Background: an optimization exercise with open tools, aiming at small area, a short achievable clock period and few clock cycles. Do not read the settings as production practice. Function was checked by simulation only, so behaviour that the tests miss may differ from the original. Power and IR drop assume default switching activity.

==> flow/design.v <==
module tri_raster_seq #(
    parameter int CW = 12
) (
    input  logic            clk,
    input  logic            rst,
    input  logic            tri_valid,
    output logic            tri_ready,
    input  logic [CW-1:0]   ptAX,
    input  logic [CW-1:0]   ptAY,
    input  logic [CW-1:0]   ptBX,
    input  logic [CW-1:0]   ptBY,
    input  logic [CW-1:0]   pt3X,
    input  logic [CW-1:0]   pt3Y,
    output logic            pix_valid,
    input  logic            pix_ready,
    output logic [CW-1:0]   pix_x,
    output logic [CW-1:0]   pix_y,
    output logic            done,
    output logic [2*CW:0]   pix_count
);
    logic          v_loaded;                  
    logic          v_new, v_new2;             
    logic [CW-1:0] pax, pay, pbx, pby, pcx, pcy;   
    logic [2:0]    ts, ms, bs;                
    logic [CW-1:0] tx, ty, mx, my, bx, by;    
    logic          v_even;                    
    logic          v_flat, v_horiz;           
    logic          w_act, w_first, w_pendT, w_atM, w_last, w_lil;
    logic [CW-1:0] w_y;
    logic [CW-1:0] xl_q, xs_q;                
    logic signed [CW:0] rl_q, rs_q;           
    logic [CW:0]   nul_q, nus_q;              
    logic          dnl_q, dns_q;              
    logic [CW-1:0] dyl_q, dys_q;              
    logic          e_valid, e_last;
    logic [CW-1:0] e_x, e_r, e_y;
    logic          done_q, neg_pend;
    logic [2*CW:0] cnt_q;
    logic [2*CW-1:0] ka, kb, kc;
    logic ab_q, bc_q, ac_q, eab_q, ebc_q, eac_q, cv_q;
    logic [2:0] s_ts, s_ms, s_bs;
    logic s_even, s_flat, s_horiz;
    always_comb begin
        ka = {ptAY, ptAX};
        kb = {ptBY, ptBX};
        kc = {pt3Y, pt3X};
        if (ab_q && bc_q) begin
            s_ts = 3'b001; s_ms = 3'b010; s_bs = 3'b100; s_even = 1'b1; s_flat = eab_q; s_horiz = eac_q;
        end else if (ab_q && ac_q) begin
            s_ts = 3'b001; s_ms = 3'b100; s_bs = 3'b010; s_even = 1'b0; s_flat = eac_q; s_horiz = eab_q;
        end else if (ab_q) begin
            s_ts = 3'b100; s_ms = 3'b001; s_bs = 3'b010; s_even = 1'b1; s_flat = eac_q; s_horiz = ebc_q;
        end else if (bc_q && ac_q) begin
            s_ts = 3'b010; s_ms = 3'b001; s_bs = 3'b100; s_even = 1'b0; s_flat = eab_q; s_horiz = ebc_q;
        end else if (bc_q) begin
            s_ts = 3'b010; s_ms = 3'b100; s_bs = 3'b001; s_even = 1'b1; s_flat = ebc_q; s_horiz = eab_q;
        end else begin
            s_ts = 3'b100; s_ms = 3'b010; s_bs = 3'b001; s_even = 1'b0; s_flat = ebc_q; s_horiz = eac_q;
        end
        tx = ({CW{ts[0]}} & pax) | ({CW{ts[1]}} & pbx) | ({CW{ts[2]}} & pcx);
        ty = ({CW{ts[0]}} & pay) | ({CW{ts[1]}} & pby) | ({CW{ts[2]}} & pcy);
        mx = ({CW{ms[0]}} & pax) | ({CW{ms[1]}} & pbx) | ({CW{ms[2]}} & pcx);
        my = ({CW{ms[0]}} & pay) | ({CW{ms[1]}} & pby) | ({CW{ms[2]}} & pcy);
        bx = ({CW{bs[0]}} & pax) | ({CW{bs[1]}} & pbx) | ({CW{bs[2]}} & pcx);
        by = ({CW{bs[0]}} & pay) | ({CW{bs[1]}} & pby) | ({CW{bs[2]}} & pcy);
    end
    logic sub_long, sub_tm, subtm_q;
    logic [CW-1:0] sa_x, sa_y, sb_x, sb_y;
    logic signed [CW:0] dx_c;
    logic [CW-1:0] dy_c;
    logic lil_new;
    always_comb begin
        sub_long = v_new;
        sub_tm = subtm_q;
        sa_x = sub_tm ? mx : bx;
        sa_y = sub_tm ? my : by;
        sb_x = (sub_long || sub_tm) ? tx : mx;
        sb_y = (sub_long || sub_tm) ? ty : my;
        dx_c = $signed({1'b0, sa_x}) - $signed({1'b0, sb_x});
        dy_c = sa_y + ~sb_y;
        lil_new = v_horiz | v_even;
    end
    logic set_l, set_s, rdy;
    logic signed [CW:0] opl, ops, stl, sts, al, as_;
    logic cl, cs;
    logic [CW-1:0] xl_adj, xs_adj, xl_stp, xs_stp;
    logic signed [CW:0] rl_stp, rs_stp;
    always_comb begin
        set_l = !rl_q[CW];
        set_s = !rs_q[CW];
        opl = set_l ? $signed(nul_q) : '0;
        ops = set_s ? $signed(nus_q) : '0;
        cl = set_l & !dnl_q;
        cs = set_s & !dns_q;
        stl = rl_q + opl + $signed({{CW{1'b0}}, cl});
        sts = rs_q + ops + $signed({{CW{1'b0}}, cs});
        al = rl_q + opl + $signed({1'b0, dyl_q}) + $signed({{CW{1'b0}}, cl}) + 1;
        as_ = rs_q + ops + $signed({1'b0, dys_q}) + $signed({{CW{1'b0}}, cs}) + 1;
        xl_adj = dnl_q ? xl_q - 1'b1 : xl_q + 1'b1;
        xs_adj = dns_q ? xs_q - 1'b1 : xs_q + 1'b1;
        rl_stp = stl[CW] ? al : stl;
        rs_stp = sts[CW] ? as_ : sts;
        xl_stp = stl[CW] ? xl_adj : xl_q;
        xs_stp = sts[CW] ? xs_adj : xs_q;
        rdy = w_act && (w_last || (set_l && set_s));
    end
    logic [CW-1:0] xL, xR, y_nx;
    logic ne, xfer, e_end, hok;
    logic [CW-1:0] y_b1;
    logic em_d, eb_d, em_q, eb_q;
    logic eqa, eqb, eqc, ld_sw, ld_l, ld_r, ldd_l, ldd_r;
    logic row_ok, tT, tW, skip, adv, neg_now, start, accept, enter_m, enter_b, e_load, w_stepen;
    always_comb begin
        xL = xl_q;
        xR = xs_q;
        ne = (xL <= xR);
        xfer = e_valid && pix_ready;
        e_end = (e_x == e_r);
        hok = !neg_pend && (!e_valid || (pix_ready && e_end && !e_last));
        row_ok = rdy && ne;
        tT = row_ok && w_pendT && !w_first && hok;
        tW = row_ok && !w_pendT && hok;
        skip = rdy && !w_last && ((w_first && w_pendT) || (!ne && !w_atM));
        adv = skip || (tW && !w_last);
        neg_now = rdy && !ne && w_atM && !neg_pend;
        tri_ready = cv_q && !v_loaded && (!w_act || (w_last && !w_pendT));
        accept = tri_valid && tri_ready;
        start = v_loaded && !v_new && (!w_act || (tW && w_last) || neg_now);
        y_nx = w_y + 1'b1;
        y_b1 = (v_loaded ? ty : y_nx) + 1'b1;
        eqa = (y_b1 == pay);
        eqb = (y_b1 == pby);
        eqc = (y_b1 == pcy);
        em_d = |(ms & {eqc, eqb, eqa});
        eb_d = |(bs & {eqc, eqb, eqa});
        enter_m = em_q;
        enter_b = eb_q;
        e_load = tT || tW;
        w_stepen = w_act && !w_last;
        ld_sw = w_stepen && adv && enter_m;
        ld_l = (v_new && v_even) || (v_new2 && !v_even) || (ld_sw && !w_lil);
        ld_r = (v_new && !v_even) || (v_new2 && v_even) || (ld_sw && w_lil);
        ldd_l = (v_new && v_even) || (v_new2 && !v_even) || (w_stepen && set_l && enter_m && !w_lil);
        ldd_r = (v_new && !v_even) || (v_new2 && v_even) || (w_stepen && set_s && enter_m && w_lil);
    end
    always_ff @(posedge clk) begin
        if (accept) begin
            pax <= ptAX; pay <= ptAY; pbx <= ptBX; pby <= ptBY; pcx <= pt3X; pcy <= pt3Y;
            ts <= s_ts; ms <= s_ms; bs <= s_bs;
            v_even <= s_even;
            v_flat <= s_flat;
            v_horiz <= s_horiz;
        end
        ab_q <= ka < kb;
        bc_q <= kb < kc;
        ac_q <= ka < kc;
        eab_q <= (ptAY == ptBY);
        ebc_q <= (ptBY == pt3Y);
        eac_q <= (ptAY == pt3Y);
        if (ld_l) begin
            nul_q <= dx_c[CW] ? dx_c : ~dx_c;
            dnl_q <= dx_c[CW];
            dyl_q <= dy_c;
        end
        if (ld_l || (w_stepen && (adv || !set_l)))
            rl_q <= ldd_l ? (dx_c[CW] ? $signed({1'b0, dy_c}) : '0) : rl_stp;
        if (ld_r) begin
            nus_q <= dx_c[CW] ? dx_c : ~dx_c;
            dns_q <= dx_c[CW];
            dys_q <= dy_c;
        end
        if (ld_r || (w_stepen && (adv || !set_s)))
            rs_q <= ldd_r ? (dx_c[CW] ? '0 : $signed({1'b0, dy_c})) : rs_stp;
        if (start || (w_stepen && (adv || !set_l)))
            xl_q <= v_loaded ? (lil_new ? tx : v_flat ? mx : tx) :
                    (set_l && enter_m && !w_lil) ? mx : (set_l && enter_b) ? bx : xl_stp;
        if (start || (w_stepen && (adv || !set_s)))
            xs_q <= v_loaded ? (v_horiz ? bx : lil_new ? (v_flat ? mx : tx) : tx) :
                    (set_s && enter_m && w_lil) ? mx : (set_s && enter_b) ? bx : xs_stp;
        if (start || (w_stepen && adv)) begin
            w_y <= v_loaded ? ty : y_nx;
            w_first <= v_loaded;
            w_atM <= v_loaded ? v_flat : enter_m;
            w_last <= v_loaded ? v_horiz : enter_b;
            em_q <= em_d;
            eb_q <= eb_d;
        end
        if (start) w_lil <= lil_new;
        if (start || tT) w_pendT <= v_loaded && !v_flat;
        if (e_load || (xfer && !e_end))
            e_x <= (e_valid && !e_end) ? e_x + 1'b1 : w_pendT ? tx : xL;
        if (e_load) begin
            e_r <= w_pendT ? tx : xR;
            e_y <= w_pendT ? ty : w_y;
            e_last <= !w_pendT && w_last;
        end
        if (done_q || xfer) cnt_q <= done_q ? '0 : cnt_q + 1'b1;
        if (rst) begin
            v_loaded <= 1'b0;
            v_new <= 1'b0;
            v_new2 <= 1'b0;
            subtm_q <= 1'b0;
            w_act <= 1'b0;
            e_valid <= 1'b0;
            done_q <= 1'b0;
            neg_pend <= 1'b0;
            cnt_q <= '0;
            cv_q <= 1'b0;
        end else begin
            cv_q <= tri_valid && !accept;
            v_new <= accept;
            v_new2 <= v_new;
            subtm_q <= v_new && !v_flat;
            if (accept || start) v_loaded <= accept;
            if (start || (tW && w_last) || neg_now) w_act <= start;
            if (e_load || (xfer && e_end)) e_valid <= e_load;
            done_q <= (xfer && e_end && e_last) || (neg_pend && !e_valid);
            if (neg_now || !e_valid) neg_pend <= neg_now;
        end
    end
    assign pix_valid = e_valid;
    assign pix_x = e_x;
    assign pix_y = e_y;
    assign done = done_q;
    assign pix_count = cnt_q;
endmodule
==> flow/flow/run.sh <==
#!/bin/bash
# The standard layout, with repair_timing aiming for extra setup slack
# (the clock period and the constraints stay the design's). make's output goes to standard.log;
# each ORFS step keeps its own log under orfs/logs.
bash standard.sh SETUP_SLACK_MARGIN=7 ABC_AREA=1 finish > standard.log 2>&1
==> flow/standard.sh <==
#!/bin/bash
# synth_recipe.tcl (not shown) runs the flow's synth.tcl, then flattens the netlist and writes it again
# the make line also repeats each setting of config.mk as NAME=value (left out here)
make -C /OpenROAD-flow-scripts/flow DESIGN_CONFIG=/design/flow/config.mk WORK_HOME=/design/flow/orfs CLKGATE_MAP_FILE= SYNTH_SCRIPT=/design/flow/synth_recipe.tcl "${@:-finish}"
==> flow/config.mk <==
export PLATFORM = sky130hd
export DESIGN_NAME = tri_raster_seq
export DESIGN_NICKNAME = tri_raster_seq
export VERILOG_FILES = /design/flow/design.v
export SDC_FILE = /design/flow/constraint.sdc
export NUM_CORES = 4
export LEC_CHECK = 0
export CAP_MARGIN = 20
export CORE_MARGIN = 2
export CORE_UTILIZATION = 40
export PLACE_DENSITY = 0.6
export SLEW_MARGIN = 20
==> flow/constraint.sdc <==
create_clock -name core_clock -period 11.0 [get_ports {clk}]
set_input_delay 2.2000 -clock core_clock [delete_from_list [all_inputs] [get_ports {clk}]]
set_output_delay 2.2000 -clock core_clock [all_outputs]
set_load 0.01 [all_outputs]
==> flow_summary.yaml, run 1 <==
setup_path:
  crit_path_max_fanout: 13
  critPathLaunchType: "flop"
  critPathArrivalTime_ps: 1750
  worstSetupEndpointType: "primary output"
  crit_required_ps: 8800
  worstSetupPathType: "flop to primary output"
place:
  dpl.hpwl_mm: 50.8
  io_buffer_count: 127
  placedCellCount: 3420
  globalplace.congestion: 0.917
synth:
  synth_edf_count: 240
  seq_area_frac_synth_pct: 37.8
  ys_top_cells_by_area: "edfxtp_1 34%, nand2_1 12%, ha_1 10%"
  yosysWarnings: 1
  synth_nets: 2940
  async_flop_share_pct: 0
  synth.avg_cell_area_sq_um: 7.98
  syn-cell-area_sq_mm: 0.0212
  synth_top_cell_by_area: "edfxtp_1"
  synth_top_area_share_pct: 34.0
  ys.flop_type: "edfxtp_1"
  syn_inst: 2656
  ys_ff_latch: 280
  ys_types: 58
min_path:
  hp-class: "flop to flop"
drt:
  routed_wl_mm: 66.0
  wire_per_inst_um: 18.8
  drtIter0Drc: 1737
  ant_nets: 0
  dr.pass1.iters: 6
  drc: 0
  vias: 19309
  vias_per_cell: 5.50
die:
  rows: 84
  initial_core_util_pct: 40.4
  core_area_sq_mm: 0.0524
  io_pins: 128
  dieWidth_um: 234
  die-area_sq_mm: 0.0549
  die_h_um: 234
timing:
  relSlewSlack_pct: 37.1
  fin_setup_tns_ps: 0
  tightest_slew_ps: 942
  hold_viol_final: 0
  max_freq_mhz: 253
  timing.final.crit_share_pct: 35.9
  maxSlewViolCount: 0
  min_period_ps: 3950
  fin_skew_ps: 26.0
  setup_violations: 0
  rsz0062_at_grt: "true"
clock_tree:
  cts_tree: "built"
  clock_latency_ps: 550
  cts-root-buf: "clkbuf_16"
  cts_buffers: 34
  clk_path_buf_depth: 3
  htree_levels: 2
  cts_hold_buf: 0
  clock_sinks: 280
  path_clk_slew_ps: 60
power_and_ir_drop:
  power.total_mw: 4.54
  irDropWorstVdd_v: 0.000121
  total_leakage_power_nw: 10.7
  p_per_area_mw_per_mm2: 184
final_layout:
  stdcell_count: 3508
  final_cell_mix: "665 x nand2_1, 296 x inv_1, 240 x edfxtp_1"
  largest_reg_flops: 25
  syn_to_final_growth_pct: 16.4
  largestRegisters: "cnt_q: 25 flops, rl_q: 13 flops, rs_q: 13 flops"
  final_common_cell: "nand2_1"
  drive_gt1_share_pct: 6.35
  nets: 3081
  antenna_cells: 0
  top_register: "cnt_q"
flow_run:
  drv_cap: 0
global_route:
  globalRoute.totalOverflow: 0
  grt_pass1_vias: 18764
  antenna_found_initial: 0
  grt_first_pass_wirelength_mm: 102
  grt_max_degree: 67
  grt_usage_pct: 24.0
status:
  status: "complete, no violations"
cells by family (layout without fill, tap and decap cells):
| group | Yosys count | count (layout) | share of synthesized area (%) |
|---|---|---|---|
| AND/OR/NAND/NOR | 1137 | 1137 | 23.1 |
| AO/OA/AOI/OAI | 546 | 546 | 14.5 |
| buffers and inverters | 379 | 543 | 6.82 |
| flip-flops | 280 | 280 | 37.8 |
| adder cells (fa/ha/maj) | 208 | 208 | 13.5 |
| XOR/XNOR | 101 | 101 | 4.17 |
| multiplexers | 5 | 5 | 0.236 |
layout make-up:
type	count	area (sq um)
inverter	309	1180
multi-input combinational	1997	11800
clock buffer	40	895
tap	688	861
sequential	280	8010
clock inverter	19	188
fill	5132	27800
timing repair buffer	175	1710
worst paths after layout:
| check | slack, ps | cells past startpoint | from | to |
|---|---|---|---|---|
| max | 7050 | 4 | w_pendT | tri_ready |
| max reg2reg | 7230 | 16 | rs_q[12] | rs_q[10] |
| min | 480 | 2 | neg_pend | neg_pend |
| min reg2reg | 480 | 2 | neg_pend | neg_pend |
critical path, cell delays in order (launching register included):
cell and delay, ps:
edfxtp_1 440, buf_12 190, nor2_4 130, o211a_1 200
clkdlybuf4s15_2 240
layer usage:
metal  routed length, um  GRT usage (%)
met5                   0              0
met4                2820           11.1
met3                4080           2.78
met2               30500           39.5
met1               28600           31.6
per-stage QoR:
step	utilization [%]	instance area [sq um]	hold WS, ps	setup WS, ps
floorplan	-	21200	445	6780
global placement	44.2	23200	480	6010
detailed placement	44.2	23200	480	6050
CTS	46.7	24500	489	7010
global route	47.1	24700	517	6990
finish	47.1	24700	482	7050
what timing repair did:
item,CTS,global route
endpoints found under the hold margin,0,0
pin swaps,1,1
setup buffers,14,13
resized for setup,19,18
gates cloned,2,0
setup endpoints to repair,147,127
where the power goes:
part,switching (mW),internal (mW),leakage [nW],total [mW]
combinational,1.22,0.777,7.67,1.99
clock,0.462,0.655,0.528,1.12
sequential,0.0870,1.34,2.54,1.42
cells in the mapped netlist, types with 6 or more instances:
master,instances
a211oi_1,9
a21boi_0,7
a21o_1,10
a21oi_1,204
a31oi_1,21
buf_2,7
clkbuf_1,56
dfxtp_1,40
edfxtp_1,240
fa_1,34
ha_1,174
inv_1,300
nand2_1,669
nand2_2,17
nand3_1,207
nand3b_1,15
nand4_1,25
nor2_1,140
nor2_2,8
nor3_1,23
o2111ai_1,7
o211ai_1,24
o21ai_0,213
o22ai_1,6
o31ai_1,7
or2_2,12
xnor2_1,47
xor2_1,54
Testbench counts, summed over its fixed seeds: cycles 26,927.
==> run 2: changes to the inputs <==
--- a/flow/design.v
+++ b/flow/design.v
@@ -30,5 +30,5 @@
     logic [CW-1:0] xl_q, xs_q;                
     logic signed [CW:0] rl_q, rs_q;           
-    logic [CW:0]   nul_q, nus_q;              
+    logic [CW-1:0] nul_q, nus_q;              
     logic          dnl_q, dns_q;              
     logic [CW-1:0] dyl_q, dys_q;              
@@ -66,4 +66,5 @@
     end
     logic sub_long, sub_tm, subtm_q;
+    logic [2:0] sa_s, sb_s;
     logic [CW-1:0] sa_x, sa_y, sb_x, sb_y;
     logic signed [CW:0] dx_c;
@@ -73,8 +74,10 @@
         sub_long = v_new;
         sub_tm = subtm_q;
-        sa_x = sub_tm ? mx : bx;
-        sa_y = sub_tm ? my : by;
-        sb_x = (sub_long || sub_tm) ? tx : mx;
-        sb_y = (sub_long || sub_tm) ? ty : my;
+        sa_s = sub_tm ? ms : bs;
+        sb_s = (sub_long || sub_tm) ? ts : ms;
+        sa_x = ({CW{sa_s[0]}} & pax) | ({CW{sa_s[1]}} & pbx) | ({CW{sa_s[2]}} & pcx);
+        sa_y = ({CW{sa_s[0]}} & pay) | ({CW{sa_s[1]}} & pby) | ({CW{sa_s[2]}} & pcy);
+        sb_x = ({CW{sb_s[0]}} & pax) | ({CW{sb_s[1]}} & pbx) | ({CW{sb_s[2]}} & pcx);
+        sb_y = ({CW{sb_s[0]}} & pay) | ({CW{sb_s[1]}} & pby) | ({CW{sb_s[2]}} & pcy);
         dx_c = $signed({1'b0, sa_x}) - $signed({1'b0, sb_x});
         dy_c = sa_y + ~sb_y;
@@ -89,6 +92,6 @@
         set_l = !rl_q[CW];
         set_s = !rs_q[CW];
-        opl = set_l ? $signed(nul_q) : '0;
-        ops = set_s ? $signed(nus_q) : '0;
+        opl = set_l ? $signed({1'b1, nul_q}) : '0;
+        ops = set_s ? $signed({1'b1, nus_q}) : '0;
         cl = set_l & !dnl_q;
         cs = set_s & !dns_q;
@@ -159,5 +162,5 @@
         eac_q <= (ptAY == pt3Y);
         if (ld_l) begin
-            nul_q <= dx_c[CW] ? dx_c : ~dx_c;
+            nul_q <= dx_c[CW] ? dx_c[CW-1:0] : ~dx_c[CW-1:0];
             dnl_q <= dx_c[CW];
             dyl_q <= dy_c;
@@ -166,5 +169,5 @@
             rl_q <= ldd_l ? (dx_c[CW] ? $signed({1'b0, dy_c}) : '0) : rl_stp;
         if (ld_r) begin
-            nus_q <= dx_c[CW] ? dx_c : ~dx_c;
+            nus_q <= dx_c[CW] ? dx_c[CW-1:0] : ~dx_c[CW-1:0];
             dns_q <= dx_c[CW];
             dys_q <= dy_c;
==> flow/flow/run.sh (replaced) <==
#!/bin/bash
# The standard layout, with repair_timing aiming for extra setup slack and the smallest
# buffer cell on the ports (the clock period and the constraints stay the design's).
# make's output goes to standard.log; each ORFS step keeps its own log under orfs/logs.
bash standard.sh SETUP_SLACK_MARGIN=7 'BUFFER_PORTS_ARGS=-buffer_cell sky130_fd_sc_hd__buf_1' finish > standard.log 2>&1
==> flow_summary.yaml, run 2 <==
die:
  initial_core_util_pct: 40.2
  rows: 83
  die_h_um: 230
  core_area_sq_mm: 0.0510
  dieWidth_um: 230
  io_pins: 128
  die-area_sq_mm: 0.0531
place:
  globalplace.congestion: 0.980
  dpl.hpwl_mm: 48.2
  io_buffer_count: 127
  placedCellCount: 2808
  pre_cts_ws_ps: 5840
  placed_cell_area_sq_mm: 0.0217
synth:
  ys_top_cells_by_area: "edfxtp_1 35%, ha_1 11%, a222oi_1 4.2%"
  yosysWarnings: 1
  syn_inst: 2069
  synthMuxAreaShare_pct: 1.76
  synth.most_common_cell: "edfxtp_1"
  ys_types: 86
  seq_area_frac_synth_pct: 39.0
  synth_top_cell_by_area: "edfxtp_1"
  syn-cell-area_sq_mm: 0.0205
  synth_compound_area_share_pct: 20.2
  synth_xor_area_share_pct: 7.33
  yosys.area_share.simple_pct: 13.0
  async_flop_share_pct: 0
  ys_top_cells_by_count: "240 x edfxtp_1, 174 x ha_1, 165 x inv_1"
  synthAdderAreaFrac_pct: 14.0
  synth_top_area_share_pct: 35.1
  ys.flop_type: "edfxtp_1"
  synth.avg_cell_area_sq_um: 9.92
  synth_nets: 2353
  ys_ff_latch: 280
  synth_top_family_by_area: "compound AO/OA/AOI/OAI gates"
  synth_edf_count: 240
status:
  status: "complete, no violations"
final_layout:
  largest_reg_flops: 25
  stdcell_count: 2919
  nets: 2500
  largestRegisters: "cnt_q: 25 flops, rl_q: 13 flops, rs_q: 13 flops"
  design_area_sq_mm: 0.0235
  antenna_cells: 0
  final_common_cell: "edfxtp_1"
  nFillCells: 4759
  top_register: "cnt_q"
  syn_to_final_growth_pct: 14.5
  drive_gt1_share_pct: 8.35
  regArea_sq_mm: 0.00801
  multi_input_area_sq_mm: 0.0119
  final_cell_mix: "240 x edfxtp_1, 172 x ha_1, 163 x inv_1"
timing:
  timing.final.crit_share_pct: 35.8
  max_freq_mhz: 254
  setup_violations: 0
  layout_setup_ws_ps: 7060
  rsz0062_at_grt: "true"
  whs_ps: 498
  min_period_ps: 3940
  maxSlewViolCount: 0
  fin_setup_tns_ps: 0
  relSlewSlack_pct: 27.8
  fin_skew_ps: 29.2
  tightest_slew_ps: 1080
  hold_viol_final: 0
drt:
  ant_nets: 0
  drc: 0
  vias: 17491
  vias_per_cell: 5.99
  routed_wl_mm: 64.7
  wire_per_inst_um: 22.2
  drtIter0Drc: 1959
  dr.pass1.iters: 14
setup_path:
  worstSetupEndpointType: "primary output"
  slowest_stage: "dfxtp_2"
  critPathArrivalTime_ps: 1740
  worstSetupPathType: "flop to primary output"
  cp_common_cell: "buf_12"
  critPathLaunchType: "flop"
  slowest_delay_ps: 390
  crit_required_ps: 8800
  crit_path_max_fanout: 32
  worstPathCellList: "buf_12 -> inv_2 -> buf_12 -> o211a_4 -> buf_2"
power_and_ir_drop:
  p_per_area_mw_per_mm2: 130
  total_leakage_power_nw: 9.30
  irDropWorstVdd_v: 0.0000829
flow_run:
  drv_cap: 0
global_route:
  grt_first_pass_wirelength_mm: 97.8
  globalRoute.totalOverflow: 0
  grt_max_degree: 82
  grt_pass1_vias: 16694
  grt_usage_pct: 23.7
  antenna_found_initial: 0
clock_tree:
  clock_sinks: 280
  clock_latency_ps: 560
  path_clk_slew_ps: 60
  cts_tree: "built"
  htree_levels: 2
  cts-root-buf: "clkbuf_16"
  cts_buffers: 35
  cts_hold_buf: 0
  clk_path_buf_depth: 3
min_path:
  hp-class: "flop to flop"
## run 2: changes by cell type after synthesis, sizes merged, moves of 15 or more
| cell | delta |
|---|---|
| nand3 | -162 |
| nor2b | +46 |
| xnor2 | +48 |
| o211ai | +21 |
| nand2 | -528 |
| inv | -140 |
| mux2i | +21 |
| a21o | +54 |
| or3 | +19 |
| a21oi | -97 |
| o21a | +20 |
| a222oi | +86 |
| nand2b | +15 |
| o21ai | -104 |
## run 2: power breakdown
part,leakage [nW],switching [mW],internal [mW]
clock network,0.548,0.468,0.663
logic,6.25,0.385,0.275
registers,2.50,0.0466,1.22
total,9.30,0.900,2.16
## run 2: area by class of cell
cell class | count | area share [%]
well taps | 680 | 3.62
clock buffers | 45 | 4.25
inverters | 167 | 2.71
multi-input cells | 1547 | 50.5
repair buffers | 185 | 4.37
flip-flops and latches | 280 | 34.1
clock inverters | 15 | 0.458
## run 2: through the flow
step	power [mW]	util, %
finish	3.06	46.1
global route	3.19	46.1
CTS	3.05	45.4
detailed placement	1.89	42.5
global placement	1.87	42.5
floorplan	1.71	-
## run 2: per-layer routing
| layer | global-route usage (%) | wire length (um) |
|---|---|---|
| met5 | 0 | 0 |
| met2 | 38.8 | 29900 |
| met4 | 11.4 | 3220 |
| met1 | 31.2 | 27300 |
| met3 | 2.80 | 4310 |
## run 2: logic make-up after synthesis
logic type	count (synthesis)
and+or+nand+nor	550
xor gates and xnor gates	162
AOI/OAI and AO/OA	585
buffers and inverters	248
muxes	35
DFF	280
adders and majority gates	209
## run 2: repair_timing
item                                    CTS  global route
endpoints found under the setup margin   85           110
setup buffers                            22            21
cloned                                    4             4
pin swaps                                 6            16
gates resized for setup                  25            27
## run 2: worst paths after layout
path / from / endpoint / slack, ps / cells past startpoint
worst max-delay path: v_loaded / tri_ready / 7060 / 5
worst min-delay path: cnt_q[8] / cnt_q[8] / 500 / 2
worst max register to register: rl_q[12] / rl_q[12] / 7100 / 13
worst min register to register: cnt_q[8] / cnt_q[8] / 500 / 2
## run 2: critical path: cells and delay by family, from the launching register on
kind	cells	cell delay [ps]
AOI/OAI and AO/OA	1	150
DFF	1	390
buffers and inverters	4	610
Testbench counts of run 2, summed over its fixed seeds: cycles 26,927.
==> run 3: changes to the inputs <==
==> flow/flow/run.sh (replaced) <==
#!/bin/bash
# The standard layout, with repair_timing aiming for extra setup slack and the smallest
# buffer cell on the ports (the clock period and the constraints stay the design's).
# make's output goes to standard.log; each ORFS step keeps its own log under orfs/logs.
bash standard.sh SETUP_SLACK_MARGIN=7 ABC_AREA=1 CORE_UTILIZATION=52 PLACE_DENSITY=0.68 'BUFFER_PORTS_ARGS=-buffer_cell sky130_fd_sc_hd__buf_1' finish > standard.log 2>&1
==> flow_summary.yaml, run 3 <==
drt:
  drc: 0
  vias_per_cell: 5.81
  vias: 19409
  ant_nets: 0
  drtIter0Drc: 2218
  wire_per_inst_um: 19.2
  routed_wl_mm: 64.0
  dr.pass1.iters: 6
synth:
  synth_edf_count: 240
  synth_top_cell_by_area: "edfxtp_1"
  synth_top_area_share_pct: 33.9
  ys_top_cells_by_count: "624 x nand2_1, 327 x inv_1, 240 x edfxtp_1"
  syn-cell-area_sq_mm: 0.0213
  synth_nets: 2929
  synth.most_common_cell: "nand2_1"
  syn_inst: 2645
  seq_area_frac_synth_pct: 37.7
  yosysWarnings: 1
  synth.avg_cell_area_sq_um: 8.03
  async_flop_share_pct: 0
  ys.flop_type: "edfxtp_1"
  ys_types: 58
  ys_ff_latch: 280
  ys_top_cells_by_area: "edfxtp_1 34%, nand2_1 11%, ha_1 10%"
timing:
  tightest_slew_ps: 1050
  fin_setup_tns_ps: 0
  hold_viol_final: 0
  min_period_ps: 3920
  rsz0062_at_grt: "true"
  setup_violations: 0
  whs_ps: 459
  fin_skew_ps: 34.8
  max_freq_mhz: 255
  maxSlewViolCount: 0
  relSlewSlack_pct: 29.8
  timing.final.crit_share_pct: 35.6
setup_path:
  crit_required_ps: 8800
  rrSetupSlack_ps: 7250
  worstSetupPathType: "flop to primary output"
  worstSetupEndpointType: "primary output"
  reg2reg_to: "rl_q[11]"
  critPathArrivalTime_ps: 1720
  reg2reg_depth: 15
  r2r-start: "ts[2]"
  crit_end: "tri_ready"
  critPathLaunchType: "flop"
  cp-startpoint: "v_loaded"
  crit_path_max_fanout: 38
global_route:
  grt_max_degree: 85
  antenna_found_initial: 0
  grtUsageMet1_pct: 42.4
  use_met2_pct: 47.6
  grt_use_met3_pct: 3.01
  grt_first_pass_wirelength_mm: 98.8
  top_usage_layer: "met2"
  globalRoute.totalOverflow: 0
  grt_pass1_vias: 17832
  grt_usage_pct: 29.9
die:
  rows: 74
  initial_core_util_pct: 52.4
  dieWidth_um: 206
  core_area_sq_mm: 0.0406
  die_h_um: 206
  die-area_sq_mm: 0.0425
  io_pins: 128
place:
  dpl.hpwl_mm: 50.6
  globalplace.congestion: 0.979
  placed_cell_area_sq_mm: 0.0223
  io_buffer_count: 127
clock_tree:
  clk_path_buf_depth: 3
  clock_latency_ps: 600
  cts_tree: "built"
  cts_buffers: 30
  cts-root-buf: "clkbuf_16"
  clock_sinks: 280
  cts_hold_buf: 0
  htree_levels: 1
  path_clk_slew_ps: 60
flow_run:
  drv_cap: 0
final_layout:
  syn_to_final_growth_pct: 11.2
  final_common_cell: "nand2_1"
  antenna_cells: 0
  largest_reg_flops: 25
  nets: 3069
  largestRegisters: "cnt_q: 25 flops, rl_q: 13 flops, rs_q: 13 flops"
  final_cell_mix: "623 x nand2_1, 321 x inv_1, 240 x edfxtp_1"
  drive_gt1_share_pct: 6.13
  top_register: "cnt_q"
  nFillCells: 3676
  design_area_sq_mm: 0.0236
min_path:
  hp-class: "flop to flop"
power_and_ir_drop:
  total_leakage_power_nw: 10.4
  p_per_area_mw_per_mm2: 196
  power.total_mw: 4.63
  irDropWorstVdd_v: 0.000113
status:
  status: "complete, no violations"
## run 3: cell type report
type / instances / area, sq um / share of cell area [%]
clock buffers: 36 / 773 / 3.27
clock inverters: 18 / 274 / 1.16
inverters: 339 / 1290 / 5.47
multi-input cells: 1961 / 11800 / 49.8
flip-flops and latches: 280 / 8010 / 33.9
well taps: 532 / 666 / 2.82
repair buffers: 172 / 837 / 3.54
repair inverters: 1 / 7.51 / 0.0318
## run 3: power breakdown
| part | leakage, nW | switching (mW) | internal, mW |
|---|---|---|---|
| sequential | 2.54 | 0.102 | 1.34 |
| clock | 0.504 | 0.430 | 0.644 |
| combinational | 7.33 | 1.31 | 0.800 |
## run 3: worst max-delay path, stage by stage (launching register included)
cell	delay (ps)
dfxtp_1	310
inv_1	60
buf_6	320
o211a_1	270
buf_1	160
## run 3: routing by layer
layer  routed length (um)  vias to the layer above
met3                 5020                      142
li1                     -                     9364
met4                 2450                        0
met5                    0                        -
met1                28000                     9033
met2                28500                      870
## run 3: stage by stage
| stage | setup slack, ps | std cells | utilization [%] |
|---|---|---|---|
| global placement | 6600 | 3259 | 54.9 |
| finish | 7080 | 3339 | 58.3 |
| detailed placement | 6570 | 3259 | 54.9 |
| CTS | 7030 | 3315 | 57.6 |
| global route | 6960 | 3339 | 58.3 |
| floorplan | 6780 | 2645 | - |
## run 3: worst min path at each step
stage	from	endpoint	slack, ps	depth (start not counted)
floorplan	v_loaded	w_first	420	0
global placement	cnt_q[24]	cnt_q[24]	450	2
detailed placement	cnt_q[24]	cnt_q[24]	450	2
CTS	cnt_q[24]	cnt_q[24]	470	2
global route	cnt_q[24]	cnt_q[24]	500	2
finish	cnt_q[24]	cnt_q[24]	460	2
## run 3: logic make-up (layout without fill, tap and decap cells)
logic type | Yosys count | count (layout) | synth area share, %
flip-flops | 280 | 280 | 37.7
buffers and inverters | 404 | 566 | 7.29
XOR/XNOR | 98 | 98 | 4.04
adder cells (fa/ha/maj) | 208 | 208 | 13.4
AO/OA/AOI/OAI | 555 | 555 | 15.4
multiplexers | 4 | 4 | 0.188
AND/OR/NAND/NOR | 1096 | 1096 | 21.9
## run 3: timing repair
action | in CTS | in global routing
resized for setup | 13 | 18
setup buffers | 1 | 22
pin swaps | 1 | 0
endpoints found under the setup margin | 53 | 42
cloned | 1 | 0
==> run 4: changes to the inputs <==
==> flow/flow/run.sh (replaced) <==
#!/bin/bash
# The standard layout, with repair_timing aiming for extra setup slack and the smallest
# buffer cell on the ports (the clock period and the constraints stay the design's).
# make's output goes to standard.log; each ORFS step keeps its own log under orfs/logs.
bash standard.sh SETUP_SLACK_MARGIN=7.5 ABC_AREA=1 'BUFFER_PORTS_ARGS=-buffer_cell sky130_fd_sc_hd__buf_1' finish > standard.log 2>&1
==> flow_summary.yaml, run 4 <==
die:
  rows: 84
  io_pins: 128
  core_area_sq_mm: 0.0526
  initial_core_util_pct: 40.4
  die-area_sq_mm: 0.0550
  dieWidth_um: 234
  die_h_um: 234
setup_path:
  crit_path_max_fanout: 3
  worstSetupEndpointType: "primary output"
  reg2reg_depth: 8
  crit_required_ps: 8800
  worstSetupPathType: "flop to primary output"
  critPathLaunchType: "flop"
  slowest_delay_ps: 420
  rrSetupSlack_ps: 7610
  reg2reg_to: "rs_q[11]"
  slowest_stage: "edfxtp_1"
  critPathArrivalTime_ps: 1470
  worstPathCellList: "inv_2 -> nor2_4 -> o211a_4 -> buf_6"
  r2r-start: "v_even"
min_path:
  hold_depth: 2
  hold_path.startpoint: "cnt_q[24]"
  hold_end: "cnt_q[24]"
  hp-class: "flop to flop"
timing:
  tightest_slew_ps: 1030
  max_freq_mhz: 272
  hold_viol_final: 0
  layout_setup_ws_ps: 7330
  relSlewSlack_pct: 30.8
  rsz0062_at_grt: "true"
  timing.final.crit_share_pct: 33.4
  fin_skew_ps: 22.6
  setup_violations: 0
  whs_ps: 463
  min_period_ps: 3670
  maxSlewViolCount: 0
  fin_setup_tns_ps: 0
final_layout:
  final_common_cell: "nand2_1"
  largestRegisters: "cnt_q: 25 flops, rl_q: 13 flops, rs_q: 13 flops"
  drive_gt1_share_pct: 9.27
  syn_to_final_growth_pct: 15.2
  top_register: "cnt_q"
  multi_input_area_sq_mm: 0.0121
  final_cell_mix: "615 x nand2_1, 311 x inv_1, 240 x edfxtp_1"
  largest_reg_flops: 25
  nets: 3096
  design_area_sq_mm: 0.0245
  regArea_sq_mm: 0.00801
  nFillCells: 5170
  antenna_cells: 0
power_and_ir_drop:
  p_per_area_mw_per_mm2: 196
  power.total_mw: 4.79
  irDropWorstVdd_v: 0.000101
  total_leakage_power_nw: 10.6
clock_tree:
  cts_hold_buf: 0
  path_clk_slew_ps: 60
  cts-root-buf: "clkbuf_16"
  cts_buffers: 34
  cts_tree: "built"
  htree_levels: 2
  clock_sinks: 280
  clk_path_buf_depth: 3
  clock_latency_ps: 560
drt:
  vias: 19548
  routed_wl_mm: 70.2
  ant_nets: 0
  dr.pass1.iters: 6
  vias_per_cell: 5.55
  wire_per_inst_um: 19.9
  drc: 0
  drtIter0Drc: 1596
global_route:
  grt_max_degree: 79
  antenna_found_initial: 0
  grt_pass1_vias: 18540
  globalRoute.totalOverflow: 0
  grt_usage_pct: 25.1
  grt_first_pass_wirelength_mm: 106
synth:
  synth_top_area_share_pct: 33.9
  ys_top_cells_by_area: "edfxtp_1 34%, nand2_1 11%, ha_1 10%"
  synth.most_common_cell: "nand2_1"
  ys_types: 58
  syn-cell-area_sq_mm: 0.0213
  synth_edf_count: 240
  synth.avg_cell_area_sq_um: 8.03
  async_flop_share_pct: 0
  syn_inst: 2645
  ys_top_cells_by_count: "624 x nand2_1, 327 x inv_1, 240 x edfxtp_1"
  ys.flop_type: "edfxtp_1"
  synth_nets: 2929
  ys_ff_latch: 280
  synth_top_cell_by_area: "edfxtp_1"
  yosysWarnings: 1
  seq_area_frac_synth_pct: 37.7
place:
  placed_cell_area_sq_mm: 0.0225
  globalplace.congestion: 0.972
  pre_cts_ws_ps: 6630
  dpl.hpwl_mm: 54.1
  io_buffer_count: 127
status:
  status: "complete, no violations"
flow_run:
  drv_cap: 0
==> run 4: changes by cell type in the layout (fill, tap and decap cells not counted), sizes merged <==
cell | previous run | this run
clkinv | 14 | 16
bufinv | 6 | 3
buf | 172 | 193
clkbuf | 36 | 42
inv | 332 | 330
clkinvlp | 6 | 11
==> run 4: critical path, delay by kind of cell (launching register included) <==
kind	cells	cell delay, ps
simple gates	1	50
compound gates	1	230
flops	1	420
buf+inv	2	210
==> run 4: how the worst max path moves through the flow <==
stage                          from         to  slack (ps)  cells past startpoint
after floorplan           tri_valid      bs[0]        7140                      2
after global placement        bs[2]  nul_q[11]        6710                     15
after detailed placement      bs[2]  nul_q[11]        6630                     15
after CTS                    w_last  tri_ready        7270                      4
after global routing         w_last  tri_ready        7290                      4
final                        w_last  tri_ready        7330                      4
==> run 4: per-layer routing <==
layer	global-route usage, %	wire length [um]	vias to the layer above
met1	34.9	31200	9131
met4	8.71	2380	0
met2	40.0	31500	814
li1	-	-	9441
met3	3.77	5090	162
met5	0	0	-
==> run 4: report_power, final <==
part           leakage (nW)  internal, mW  total, mW  switching (mW)
registers              2.54          1.34       1.44          0.0935
logic                  7.53         0.857       2.22            1.36
clock network         0.540         0.663       1.14           0.472
total                  10.6          2.87       4.79            1.93
==> run 4: area by class of cell <==
type	count	area share, %
timing repair inverter	1	0.0307
sequential	280	32.7
inverter	339	5.36
clock buffer	40	3.69
multi-input combinational	1961	49.3
timing repair buffer	195	4.55
clock inverter	20	0.833
tap	688	3.51
==> run 4: logic make-up after synthesis <==
family | synth area share [%]
multiplexers | 0.188
flip-flops | 37.7
buffers and inverters | 7.29
AND/OR/NAND/NOR | 21.9
AO/OA/AOI/OAI | 15.4
adder cells (fa/ha/maj) | 13.4
XOR/XNOR | 4.04
==> run 4: metrics by stage <==
step / util, % / cells
after floorplan: - / 2645
final: 46.6 / 3524
after global placement: 42.8 / 3412
after CTS: 45.7 / 3502
after global routing: 46.6 / 3524
after detailed placement: 42.8 / 3412
==> run 4: what timing repair did <==
action	CTS	global route
setup buffers	29	21
pin swaps	10	9
resized for setup	53	70
gates cloned	1	1
setup endpoints to repair	144	138
==> run 5: changes to the inputs <==
==> flow/flow/run.sh (replaced) <==
#!/bin/bash
# The standard layout, with repair_timing aiming for extra setup slack and the smallest
# buffer cell on the ports (the clock period and the constraints stay the design's).
# make's output goes to standard.log; each ORFS step keeps its own log under orfs/logs.
bash standard.sh SETUP_SLACK_MARGIN=8 ABC_AREA=1 'BUFFER_PORTS_ARGS=-buffer_cell sky130_fd_sc_hd__buf_1' finish > standard.log 2>&1
==> flow_summary.yaml, run 5 <==
synth:
  syn-cell-area_sq_mm: 0.0213
  async_flop_share_pct: 0
  synth_top_family_by_area: "simple AND/OR/NAND/NOR gates"
  ys_top_cells_by_count: "624 x nand2_1, 327 x inv_1, 240 x edfxtp_1"
  yosysWarnings: 1
  synthMuxAreaShare_pct: 0.188
  syn_inst: 2645
  synth_top_area_share_pct: 33.9
  ys_top_cells_by_area: "edfxtp_1 34%, nand2_1 11%, ha_1 10%"
  synth.avg_cell_area_sq_um: 8.03
  synth_compound_area_share_pct: 15.4
  synth_top_cell_by_area: "edfxtp_1"
  synthAdderAreaFrac_pct: 13.4
  ys.flop_type: "edfxtp_1"
  ys_ff_latch: 280
  synth_nets: 2929
  synth.most_common_cell: "nand2_1"
  synth_xor_area_share_pct: 4.04
  ys_types: 58
  yosys.area_share.simple_pct: 21.9
  synth_edf_count: 240
  seq_area_frac_synth_pct: 37.7
setup_path:
  slowest_stage: "edfxtp_1"
  crit_required_ps: 8800
  worstPathCellList: "inv_2 -> nor2_4 -> o211a_4 -> buf_6"
  slowest_delay_ps: 450
  critPathLaunchType: "flop"
  worstSetupEndpointType: "primary output"
  critical_path_buf_inv_count: 2
  r2r-start: "ts[0]"
  worstSetupPathType: "flop to primary output"
  reg2reg_to: "rs_q[10]"
  crit_path_max_fanout: 2
  critical_path.top_delay_family: "flip-flops"
  critPathArrivalTime_ps: 1510
  rrSetupSlack_ps: 7700
  reg2reg_depth: 15
timing:
  whs_ps: 480
  timing.final.crit_share_pct: 33.7
  hold_viol_final: 0
  layout_setup_ws_ps: 7290
  rsz0062_at_grt: "true"
  maxSlewViolCount: 0
  relSlewSlack_pct: 37.1
  fin_skew_ps: 20.6
  min_period_ps: 3710
  setup_violations: 0
  max_freq_mhz: 270
  tightest_slew_ps: 940
  fin_setup_tns_ps: 0
final_layout:
  nets: 3280
  top_register: "cnt_q"
  final_cell_mix: "574 x nand2_1, 282 x inv_1, 240 x edfxtp_1"
  largestRegisters: "cnt_q: 25 flops, rl_q: 13 flops, rs_q: 13 flops"
  syn_to_final_growth_pct: 34.9
  antenna_cells: 0
  drive_gt1_share_pct: 27.2
  final_common_cell: "nand2_1"
  stdcell_count: 3711
  largest_reg_flops: 25
  nFillCells: 4767
clock_tree:
  cts_tree: "built"
  cts_buffers: 35
  clock_latency_ps: 560
  clock_sinks: 280
  htree_levels: 2
  path_clk_slew_ps: 50
  cts_hold_buf: 0
  clk_path_buf_depth: 3
  cts-root-buf: "clkbuf_16"
global_route:
  grt_pass1_vias: 19696
  globalRoute.totalOverflow: 0
  use_met2_pct: 44.5
  grtUsageMet1_pct: 36.4
  grt_max_degree: 76
  grt_first_pass_wirelength_mm: 113
  top_usage_layer: "met2"
  grt_usage_pct: 26.6
  grt_use_met3_pct: 2.96
  antenna_found_initial: 0
drt:
  drtIter0Drc: 1881
  routed_wl_mm: 75.8
  dr.pass1.iters: 5
  wire_per_inst_um: 20.4
  ant_nets: 0
  vias_per_cell: 5.56
  vias: 20633
  drc: 0
place:
  pre_cts_ws_ps: 6900
  globalplace.congestion: 0.998
  dpl.hpwl_mm: 54.0
  placedCellCount: 3408
  io_buffer_count: 127
die:
  core_area_sq_mm: 0.0526
  die-area_sq_mm: 0.0550
  dieWidth_um: 234
  initial_core_util_pct: 40.4
  rows: 84
  io_pins: 128
  die_h_um: 234
min_path:
  hp-class: "flop to flop"
  hold_path.startpoint: "cnt_q[24]"
  hold_depth: 2
  hold_end: "cnt_q[24]"
power_and_ir_drop:
  p_per_area_mw_per_mm2: 189
  total_leakage_power_nw: 12.4
  irDropWorstVdd_v: 0.000118
  power.total_mw: 5.41
status:
  status: "complete, no violations"
flow_run:
  drv_cap: 0
## run 5: cell types whose count changed in the layout (fill, tap and decap cells not counted), moves of 34 or more
cell / delta
ha_1: -35
nand2_1: -41
buf_6: +54
buf_4: +134
buf_1: -82
nand2_2: +34
## run 5: worst max path at each step
stage / from / to / slack, ps / depth (start not counted)
after floorplan: tri_valid / bs[0] / 7150 / 2
after global placement: pix_ready / xs_q[0] / 6910 / 8
after detailed placement: ts[1] / rs_q[10] / 6900 / 15
after CTS: w_last / tri_ready / 7260 / 4
after global routing: w_last / tri_ready / 7250 / 4
final: w_last / tri_ready / 7290 / 4
## run 5: cell families after synthesis
family                     Yosys count
buffers and inverters              404
DFF                                280
adders and majority gates          208
AOI/OAI and AO/OA                  555
xor gates and xnor gates            98
and+or+nand+nor                   1096
muxes                                4
## run 5: where the power goes
part           total, mW  switching, mW  internal [mW]
clock network       1.16          0.481          0.681
registers           1.43         0.0900           1.34
logic               2.81           1.62           1.19
## run 5: timing repair
item,in CTS,in global routing
setup endpoints to repair,372,279
gates resized for setup,390,266
cloned,10,10
pin swaps,115,134
endpoints found under the hold margin,0,0
setup buffers,156,62
## run 5: cell type report
class	instances	area, sq um	share of cell area (%)
clock buffer	49	990	3.45
clock inverter	15	158	0.550
inverter	339	1410	4.91
multi-input combinational	1971	14000	48.9
sequential	280	8080	28.2
tap	688	861	3.00
timing repair buffer	366	3130	10.9
timing repair inverter	3	25.0	0.0873
## run 5: metal layers
layer	share of wire (%)	wire, um
met3	6.3	4760
met4	3.4	2560
met5	0	0
met2	47	36000
met1	43	32500
## run 5: worst register-to-register path, cell delays in order (launching register included)
cell and delay (ps):
edfxtp_1 440, buf_12 160, o21ai_4 220, clkinvlp_4 160, buf_6 150, a221oi_4 280
inv_2 70, fa_2 440, o21ai_4 200, a31oi_4 120, o21ai_4 180, a21oi_2 70
o21ai_2 190, xor2_2 300, nand3_1 130, nand2_1 70
## run 5: per-stage QoR
step,cell area (sq um),utilization [%]
after floorplan,21800,-
after global placement,22900,43.6
after detailed placement,22900,43.6
after CTS,26900,51.3
after global routing,28700,54.5
final,28700,54.5
==> run 6: changes to the inputs <==
==> flow/flow/run.sh (replaced) <==
#!/bin/bash
# The standard layout, with repair_timing aiming for extra setup slack and the smallest
# buffer cell on the ports (the clock period and the constraints stay the design's).
# make's output goes to standard.log; each ORFS step keeps its own log under orfs/logs.
bash standard.sh SETUP_SLACK_MARGIN=7 ABC_AREA=1 'BUFFER_PORTS_ARGS=-buffer_cell sky130_fd_sc_hd__buf_1' finish > standard.log 2>&1
==> flow_summary.yaml, run 6 <==
status:
  status: "complete, no violations"
global_route:
  grt_first_pass_wirelength_mm: 106
  grt_pass1_vias: 18360
  grt_usage_pct: 24.9
  grt_max_degree: 85
  antenna_found_initial: 0
  globalRoute.totalOverflow: 0
clock_tree:
  cts_tree: "built"
  clock_latency_ps: 570
  cts_buffers: 35
  htree_levels: 2
  path_clk_slew_ps: 60
  clk_path_buf_depth: 3
  clock_sinks: 280
  cts-root-buf: "clkbuf_16"
synth:
  synth.avg_cell_area_sq_um: 8.03
  ys.flop_type: "edfxtp_1"
  yosysWarnings: 1
  ys_top_cells_by_area: "edfxtp_1 34%, nand2_1 11%, ha_1 10%"
  syn_inst: 2645
  ys_ff_latch: 280
  synth_top_area_share_pct: 33.9
  synth_top_cell_by_area: "edfxtp_1"
  async_flop_share_pct: 0
  synth_edf_count: 240
  ys_types: 58
  seq_area_frac_synth_pct: 37.7
  ys_top_cells_by_count: "624 x nand2_1, 327 x inv_1, 240 x edfxtp_1"
  synth_nets: 2929
  synth.most_common_cell: "nand2_1"
  syn-cell-area_sq_mm: 0.0213
timing:
  tightest_slew_ps: 1060
  hold_viol_final: 0
  maxSlewViolCount: 0
  fin_skew_ps: 26.1
  rsz0062_at_grt: "true"
  min_period_ps: 3810
  fin_setup_tns_ps: 0
  layout_setup_ws_ps: 7190
  setup_violations: 0
  max_freq_mhz: 262
  relSlewSlack_pct: 29.6
  timing.final.crit_share_pct: 34.6
drt:
  dr.pass1.iters: 5
  drtIter0Drc: 1677
  drc: 0
  ant_nets: 0
  wire_per_inst_um: 19.5
  vias: 19213
  vias_per_cell: 5.51
  routed_wl_mm: 68.2
setup_path:
  critPathLaunchType: "flop"
  rrSetupSlack_ps: 7200
  r2r-start: "subtm_q"
  crit_required_ps: 8800
  reg2reg_depth: 16
  reg2reg_to: "rl_q[10]"
  critPathArrivalTime_ps: 1610
  crit_path_max_fanout: 3
  worstSetupPathType: "flop to primary output"
  worstSetupEndpointType: "primary output"
final_layout:
  drive_gt1_share_pct: 5.93
  final_common_cell: "nand2_1"
  top_register: "cnt_q"
  antenna_cells: 0
  syn_to_final_growth_pct: 11.8
  nFillCells: 5234
  largest_reg_flops: 25
  final_cell_mix: "621 x nand2_1, 321 x inv_1, 240 x edfxtp_1"
  nets: 3057
  largestRegisters: "cnt_q: 25 flops, rl_q: 13 flops, rs_q: 13 flops"
min_path:
  hold_depth: 2
  hold_path.startpoint: "cnt_q[24]"
  hold_end: "cnt_q[24]"
  hp-class: "flop to flop"
flow_run:
  drv_cap: 0
place:
  dpl.hpwl_mm: 53.3
  pre_cts_ws_ps: 6490
  globalplace.congestion: 0.964
  io_buffer_count: 127
die:
  die_h_um: 234
  io_pins: 128
  core_area_sq_mm: 0.0526
  rows: 84
  dieWidth_um: 234
  initial_core_util_pct: 40.4
  die-area_sq_mm: 0.0550
power_and_ir_drop:
  total_leakage_power_nw: 10.3
  irDropWorstVdd_v: 0.000123
  p_per_area_mw_per_mm2: 197
==> run 6: cell counts after synthesis <==
No cell type changed its count.
==> run 6: area by class of cell <==
| class | count | area [sq um] | area share [%] |
|---|---|---|---|
| Clock buffer | 47 | 993 | 4.18 |
| Clock inverter | 17 | 133 | 0.558 |
| Multi-Input combinational cell | 1961 | 11800 | 49.6 |
| Timing Repair Buffer | 156 | 698 | 2.94 |
| Tap cell | 688 | 861 | 3.62 |
| Sequential cell | 280 | 8010 | 33.7 |
| Inverter | 339 | 1290 | 5.43 |
==> run 6: metrics by stage <==
step / std cells / power (mW) / hold slack [ps] / area, sq um / utilization, %
after floorplan: 2645 / 2.96 / 425 / 21300 / -
after global placement: 3413 / 3.48 / 452 / 22500 / 42.7
after detailed placement: 3413 / 3.53 / 459 / 22500 / 42.7
after CTS: 3478 / 4.68 / 470 / 23600 / 44.9
after global routing: 3488 / 5.04 / 522 / 23800 / 45.2
final: 3488 / 4.69 / 465 / 23800 / 45.2
==> run 6: cells by family (layout without fill, tap and decap cells) <==
kind of cell	Yosys count	count (layout)	share of synthesized area, %
AND/OR/NAND/NOR	1096	1096	21.9
AO/OA/AOI/OAI	555	555	15.4
buffers and inverters	404	559	7.29
flip-flops	280	280	37.7
adder cells (fa/ha/maj)	208	208	13.4
XOR/XNOR	98	98	4.04
multiplexers	4	4	0.188
==> run 6: worst max-delay path by stage <==
stage              start        end  slack, ps  cells past startpoint
6_report          w_last  tri_ready       7190                      4
5_1_grt            bs[2]  nul_q[11]       6940                     15
4_1_cts            ms[0]   rl_q[11]       6990                     16
3_5_place_dp   pix_ready    xl_q[3]       6490                      8
3_3_place_gp   pix_ready    xl_q[1]       6510                      8
2_1_floorplan  pix_ready    xl_q[0]       6780                      7
==> run 6: critical path, stage by stage (launching register included) <==
cell	delay, ps
edfxtp_1	390
inv_1	70
nor2_2	150
o211a_1	260
buf_1	180
==> run 6: where the power goes <==
part           leakage [nW]  internal [mW]  total [mW]  switching [mW]
combinational          7.25          0.792        2.11            1.32
sequential             2.54           1.35        1.45           0.104
clock                 0.543          0.644        1.12           0.479
==> run 6: per-layer routing <==
layer	vias up	part of all wire, %	track usage [%]
met4	0	2.8	7.31
met2	738	45	39.9
met3	118	6.2	3.13
met5	-	0	0
met1	9014	46	35.2
li1	9343	-	-
==> run 6: what timing repair did <==
action	CTS	global route
gates resized for setup	10	17
endpoints found under the setup margin	63	59
setup buffers	1	9
hold buffers	0	0
pin swaps	1	0
gates cloned	0	0
==> run 7: changes to the inputs <==
--- a/flow/design.v
+++ b/flow/design.v
@@ -112,4 +112,5 @@
     logic [CW-1:0] y_b1;
     logic em_d, eb_d, em_q, eb_q;
+    logic v_loaded_d, w_act_d, w_last_d, w_pendT_d, tr_d, tr_q;
     logic eqa, eqb, eqc, ld_sw, ld_l, ld_r, ldd_l, ldd_r;
     logic row_ok, tT, tW, skip, adv, neg_now, start, accept, enter_m, enter_b, e_load, w_stepen;
@@ -127,6 +128,6 @@
         adv = skip || (tW && !w_last);
         neg_now = rdy && !ne && w_atM && !neg_pend;
-        tri_ready = cv_q && !v_loaded && (!w_act || (w_last && !w_pendT));
-        accept = tri_valid && tri_ready;
+        tri_ready = tr_q;
+        accept = tri_valid && tr_q;
         start = v_loaded && !v_new && (!w_act || (tW && w_last) || neg_now);
         y_nx = w_y + 1'b1;
@@ -141,4 +142,9 @@
         e_load = tT || tW;
         w_stepen = w_act && !w_last;
+        v_loaded_d = accept || (v_loaded && !start);
+        w_act_d = start || (w_act && !((tW && w_last) || neg_now));
+        w_last_d = (start || (w_stepen && adv)) ? (v_loaded ? v_horiz : enter_b) : w_last;
+        w_pendT_d = (start || tT) ? (v_loaded && !v_flat) : w_pendT;
+        tr_d = tri_valid && !accept && !v_loaded_d && (!w_act_d || (w_last_d && !w_pendT_d));
         ld_sw = w_stepen && adv && enter_m;
         ld_l = (v_new && v_even) || (v_new2 && !v_even) || (ld_sw && !w_lil);
@@ -210,6 +216,8 @@
             cnt_q <= '0;
             cv_q <= 1'b0;
+            tr_q <= 1'b0;
         end else begin
             cv_q <= tri_valid && !accept;
+            tr_q <= tr_d;
             v_new <= accept;
             v_new2 <= v_new;
==> flow/flow/run.sh (replaced) <==
#!/bin/bash
# The standard layout, with repair_timing aiming for extra setup slack and the smallest
# buffer cell on the ports (the clock period and the constraints stay the design's).
# make's output goes to standard.log; each ORFS step keeps its own log under orfs/logs.
bash standard.sh SETUP_SLACK_MARGIN=7.75 ABC_AREA=1 'BUFFER_PORTS_ARGS=-buffer_cell sky130_fd_sc_hd__buf_1' finish > standard.log 2>&1
==> flow_summary.yaml, run 7 <==
status:
  status: "complete, no violations"
clock_tree:
  clock_sinks: 280
  cts_tree: "built"
  path_clk_slew_ps: 60
  cts_hold_buf: 0
  cts_buffers: 34
  htree_levels: 2
  clock_latency_ps: 550
  clk_path_buf_depth: 3
  cts-root-buf: "clkbuf_16"
power_and_ir_drop:
  switching_share_pct: 40.8
  total_leakage_power_nw: 11.6
  combPwrFrac_pct: 50.3
  irDropWorstVdd_v: 0.000109
  internal_power_mw: 3.09
  power.total_mw: 5.23
  p_per_area_mw_per_mm2: 197
  p_seq_share_pct: 28.0
  power.switching_mw: 2.13
  clkPwrFrac_pct: 21.7
final_layout:
  final_cell_mix: "597 x nand2_1, 324 x inv_1, 238 x edfxtp_1"
  drive_gt1_share_pct: 18.2
  nets: 3221
  antenna_cells: 0
  design_area_sq_mm: 0.0265
  stdcell_count: 3649
  final_util_pct: 50.4
  largest_reg_flops: 25
  top_register: "cnt_q"
  largestRegisters: "cnt_q: 25 flops, rl_q: 13 flops, rs_q: 13 flops"
  final_common_cell: "nand2_1"
  syn_to_final_growth_pct: 24.7
synth:
  synth_nets: 2933
  ys_ff_latch: 280
  syn-cell-area_sq_mm: 0.0212
  ys_types: 57
  synth.most_common_cell: "nand2_1"
  ys_top_cells_by_area: "edfxtp_1 34%, nand2_1 11%, ha_1 10%"
  ys_top_cells_by_count: "616 x nand2_1, 343 x inv_1, 238 x edfxtp_1"
  yosysWarnings: 1
  synth_edf_count: 238
  ys.flop_type: "edfxtp_1"
  synth_top_cell_by_area: "edfxtp_1"
  synth_top_area_share_pct: 33.7
  synth.avg_cell_area_sq_um: 8.01
  seq_area_frac_synth_pct: 37.6
  async_flop_share_pct: 0
  syn_inst: 2649
drt:
  dr.pass1.iters: 6
  drc: 0
  routed_wl_mm: 71.1
  ant_nets: 0
  drtIter0Drc: 1800
  vias_per_cell: 5.49
  wire_per_inst_um: 19.5
  vias: 20049
timing:
  rsz0062_at_grt: "true"
  maxSlewViolCount: 0
  layout_setup_ws_ps: 7660
  hold_viol_final: 0
  whs_ps: 476
  fin_setup_tns_ps: 0
  tightest_slew_ps: 1170
  relSlewSlack_pct: 21.3
  fin_skew_ps: 25.2
  setup_violations: 0
  min_period_ps: 3340
  timing.final.crit_share_pct: 30.3
  max_freq_mhz: 300
die:
  initial_core_util_pct: 40.4
  io_pins: 128
  dieWidth_um: 234
  rows: 84
  core_area_sq_mm: 0.0526
  die-area_sq_mm: 0.0549
  die_h_um: 234
setup_path:
  slowest_stage: "a32oi_4"
  r2r-start: "rl_q[12]"
  critPathLaunchType: "input pin"
  worstSetupEndpointType: "flop"
  worstPathCellList: "buf_12 -> buf_6 -> a21oi_4 -> nor2_2 -> nand4_1 -> nand2_2 -> nand2_8 -> a32oi_4 -> clkbuf_16"
  worst-path-stages: 9
  critical_path.top_delay_family: "simple AND/OR/NAND/NOR gates"
  crit_path_max_fanout: 6
  reg2reg_depth: 17
  critical_path_buf_inv_count: 3
  reg2reg_to: "rl_q[8]"
  crit_required_ps: 11260
  slowest_delay_ps: 380
  worstSetupPathType: "input pin to flop"
  critPathArrivalTime_ps: 3600
  rrSetupSlack_ps: 7810
place:
  pre_cts_ws_ps: 6550
  io_buffer_count: 127
  globalplace.congestion: 0.968
  dpl.hpwl_mm: 53.8
  placedCellCount: 3412
  placed_cell_area_sq_mm: 0.0226
min_path:
  hold_depth: 2
  hp-class: "flop to flop"
  hold_path.startpoint: "cnt_q[24]"
  hold_end: "cnt_q[24]"
flow_run:
  drv_cap: 0
global_route:
  grt_max_degree: 69
  globalRoute.totalOverflow: 0
  grt_usage_pct: 25.7
  grt_first_pass_wirelength_mm: 109
  grt_pass1_vias: 19129
  antenna_found_initial: 0
run 7: final cells by class:
cell class                 count  area (sq um)
inverter                     351          1360
multi-input combinational   1954         12700
clock inverter                24           243
timing repair buffer         315          2330
clock buffer                  36           868
tap                          688           861
timing repair inverter         1          7.51
sequential                   280          8050
fill                        5018         26100
run 7: kinds of logic after synthesis:
logic type,synth area share (%)
adder cells (fa/ha/maj),13.5
AO/OA/AOI/OAI,15.3
AND/OR/NAND/NOR,21.6
XOR/XNOR,4.29
buffers and inverters,7.58
flip-flops,37.6
multiplexers,0.0944
run 7: worst min-delay path: stages, from the launching register on:
cell     delay, ps
dfxtp_2        320
inv_1           60
a21oi_1         60
run 7: worst max-delay path by stage:
stage,start,end,slack [ps]
floorplan,tri_valid,bs[0],7140
global placement,pix_ready,dys_q[8],6570
detailed placement,pix_ready,dys_q[10],6550
CTS,e_x[1],pix_x[1],7630
global route,ms[0],nus_q[11],7620
finish,pix_ready,xl_q[2],7660
run 7: routing by layer:
layer	vias to the layer above	part of all wire, %	track usage [%]
li1	9685	-	-
met1	9572	45	36.0
met2	688	47	41.7
met3	104	5.8	2.77
met4	0	2.7	7.74
met5	-	0	0
run 7: power by group through the flow:
stage	Clock, mW	Combinational, mW	Sequential, mW
global route	1.20	2.93	1.48
finish	1.14	2.63	1.46
global placement	0	2.11	1.50
detailed placement	0	2.16	1.50
floorplan	0	1.61	1.45
CTS	1.15	2.38	1.46
run 7: what timing repair did:
action,CTS,global route
setup buffers,127,44
endpoints found under the setup margin,337,246
pin swaps,35,59
resized for setup,186,178
gates cloned,3,3
Testbench counts of run 7, summed over its fixed seeds: cycles 26,927.
==> run 8: changes to the inputs <==
==> flow/flow/run.sh (replaced) <==
#!/bin/bash
# The standard layout, with repair_timing aiming for extra setup slack and the smallest
# buffer cell on the ports (the clock period and the constraints stay the design's).
# make's output goes to standard.log; each ORFS step keeps its own log under orfs/logs.
bash standard.sh SETUP_SLACK_MARGIN=7.25 ABC_AREA=1 'BUFFER_PORTS_ARGS=-buffer_cell sky130_fd_sc_hd__buf_1' finish > standard.log 2>&1
==> flow_summary.yaml, run 8 <==
global_route:
  grt_first_pass_wirelength_mm: 104
  grt_pass1_vias: 18296
  antenna_found_initial: 1
  grt_usage_pct: 24.5
  globalRoute.totalOverflow: 0
  grt_max_degree: 85
synth:
  synth_edf_count: 238
  synth_top_area_share_pct: 33.7
  ys_top_cells_by_count: "616 x nand2_1, 343 x inv_1, 238 x edfxtp_1"
  synth_top_family_by_area: "simple AND/OR/NAND/NOR gates"
  ys_types: 57
  ys_ff_latch: 280
  async_flop_share_pct: 0
  synth_compound_area_share_pct: 15.3
  synthMuxAreaShare_pct: 0.0944
  yosys.area_share.simple_pct: 21.6
  synth.most_common_cell: "nand2_1"
  yosysWarnings: 1
  syn_inst: 2649
  synth_top_cell_by_area: "edfxtp_1"
  synth_nets: 2933
  ys_top_cells_by_area: "edfxtp_1 34%, nand2_1 11%, ha_1 10%"
  synth_xor_area_share_pct: 4.29
  synthAdderAreaFrac_pct: 13.5
  syn-cell-area_sq_mm: 0.0212
  synth.avg_cell_area_sq_um: 8.01
  ys.flop_type: "edfxtp_1"
  seq_area_frac_synth_pct: 37.6
status:
  status: "complete, no violations"
timing:
  relSlewSlack_pct: 29.7
  tightest_slew_ps: 1050
  max_freq_mhz: 277
  rsz0062_at_grt: "false"
  whs_ps: 486
  maxSlewViolCount: 0
  hold_viol_final: 0
  timing.final.crit_share_pct: 32.9
  layout_setup_ws_ps: 7380
  min_period_ps: 3620
  fin_skew_ps: 27.0
  fin_setup_tns_ps: 0
  setup_violations: 0
place:
  dpl.hpwl_mm: 52.9
  placedCellCount: 3413
  io_buffer_count: 127
  globalplace.congestion: 0.980
  pre_cts_ws_ps: 6550
drt:
  drtIter0Drc: 1576
  ant_nets: 0
  vias: 19467
  routed_wl_mm: 67.8
  vias_per_cell: 5.54
  dr.pass1.iters: 7
  wire_per_inst_um: 19.3
  drc: 0
setup_path:
  critical_path_buf_inv_count: 1
  critPathArrivalTime_ps: 3790
  crit_end: "dys_q[8]"
  cp-startpoint: "pix_ready"
  slowest_stage: "o21ai_4"
  crit_required_ps: 11180
  worstSetupEndpointType: "flop"
  critPathLaunchType: "input pin"
  reg2reg_to: "rl_q[9]"
  slowest_delay_ps: 720
  r2r-start: "ts[1]"
  worstPathCellList: "clkbuf_2 -> a21oi_1 -> nor2_1 -> nand4_1 -> nand2_1 -> nand3_1 -> o21ai_4"
  rrSetupSlack_ps: 7390
  worstSetupPathType: "input pin to flop"
  reg2reg_depth: 13
  critical_path.top_delay_family: "compound AO/OA/AOI/OAI gates"
  worst-path-stages: 7
  crit_path_max_fanout: 25
final_layout:
  stdcell_count: 3512
  largest_reg_flops: 25
  final_common_cell: "nand2_1"
  largestRegisters: "cnt_q: 25 flops, rl_q: 13 flops, rs_q: 13 flops"
  syn_to_final_growth_pct: 13.4
  top_register: "cnt_q"
  final_cell_mix: "613 x nand2_1, 336 x inv_1, 238 x edfxtp_1"
  antenna_cells: 0
  nets: 3081
  drive_gt1_share_pct: 6.30
clock_tree:
  cts_tree: "built"
  clk_path_buf_depth: 3
  cts-root-buf: "clkbuf_16"
  clock_latency_ps: 550
  clock_sinks: 280
  cts_hold_buf: 0
  path_clk_slew_ps: 60
  htree_levels: 2
  cts_buffers: 35
die:
  die_h_um: 234
  die-area_sq_mm: 0.0549
  rows: 84
  initial_core_util_pct: 40.4
  dieWidth_um: 234
  core_area_sq_mm: 0.0526
  io_pins: 128
power_and_ir_drop:
  irDropWorstVdd_v: 0.000114
  total_leakage_power_nw: 10.5
  p_per_area_mw_per_mm2: 201
flow_run:
  drv_cap: 0
min_path:
  hp-class: "flop to flop"
[run 8: cell counts after synthesis]
Identical to the previous run, type by type.
[run 8: cell families after synthesis]
group                    after synthesis
buffers and inverters                418
AND/OR/NAND/NOR                     1080
adder cells (fa/ha/maj)              208
multiplexers                           2
AO/OA/AOI/OAI                        557
flip-flops                           280
XOR/XNOR                             104
[run 8: worst min-delay path by stage]
stage / from / endpoint / slack (ps) / cells past startpoint
finish: cnt_q[24] / cnt_q[24] / 490 / 2
global route: cnt_q[19] / cnt_q[19] / 520 / 2
CTS: neg_pend / done_q / 480 / 2
detailed placement: neg_pend / done_q / 470 / 2
global placement: cnt_q[19] / cnt_q[19] / 460 / 2
floorplan: neg_pend / done_q / 460 / 2
[run 8: per-layer routing]
| layer | part of all wire, % | wire (um) | track usage [%] | up-vias |
|---|---|---|---|---|
| met1 | 44 | 30100 | 33.5 | 9187 |
| li1 | - | - | - | 9390 |
| met3 | 6.4 | 4330 | 3.42 | 129 |
| met2 | 46 | 31300 | 40.0 | 759 |
| met5 | 0.019 | 13 | 0 | - |
| met4 | 3.0 | 2070 | 8.06 | 2 |
[run 8: per-stage QoR]
stage | utilization [%] | cell area [sq um] | total power [mW]
final | 45.8 | 24100 | 4.85
after global routing | 45.8 | 24100 | 5.20
after CTS | 45.2 | 23800 | 4.81
after detailed placement | 42.7 | 22400 | 3.63
after global placement | 42.7 | 22400 | 3.60
after floorplan | - | 21300 | 3.06
[run 8: worst reg2reg max path, delay by kind of cell (launching register included)]
kind | cells | cell delay (ps)
fa+ha+maj | 1 | 340
xor+xnor | 1 | 630
buf+inv | 4 | 760
compound gates | 7 | 1260
flops | 1 | 350
[run 8: power breakdown]
group / switching (mW) / leakage, nW / total [mW] / internal, mW
registers: 0.102 / 2.54 / 1.47 / 1.37
clock network: 0.473 / 0.562 / 1.14 / 0.671
logic: 1.40 / 7.38 / 2.23 / 0.836
[run 8: what timing repair did]
item | 4_1_cts | 5_1_grt
setup buffers | 9 | 26
pin swaps | 0 | 5
setup endpoints to repair | 87 | 142
resized for setup | 21 | 17
[run 8: area by class of cell]
class                   instances  area (sq um)
clock buffers                  52          1050
clock inverters                12          97.6
fillers                      5190         28500
inverters                     351          1360
multi-input cells            1951         11800
flip-flops and latches        280          7990
well taps                     688           861
repair buffers                178           886

Setup slack of run 8, layout unchanged: 7.384 ns with ideal ports, 7.395 ns with driving cells assumed (clock clkbuf_16, inputs buf_2), 6.822 ns with port delays also shifted by the 0.595 ns mid clock arrival.
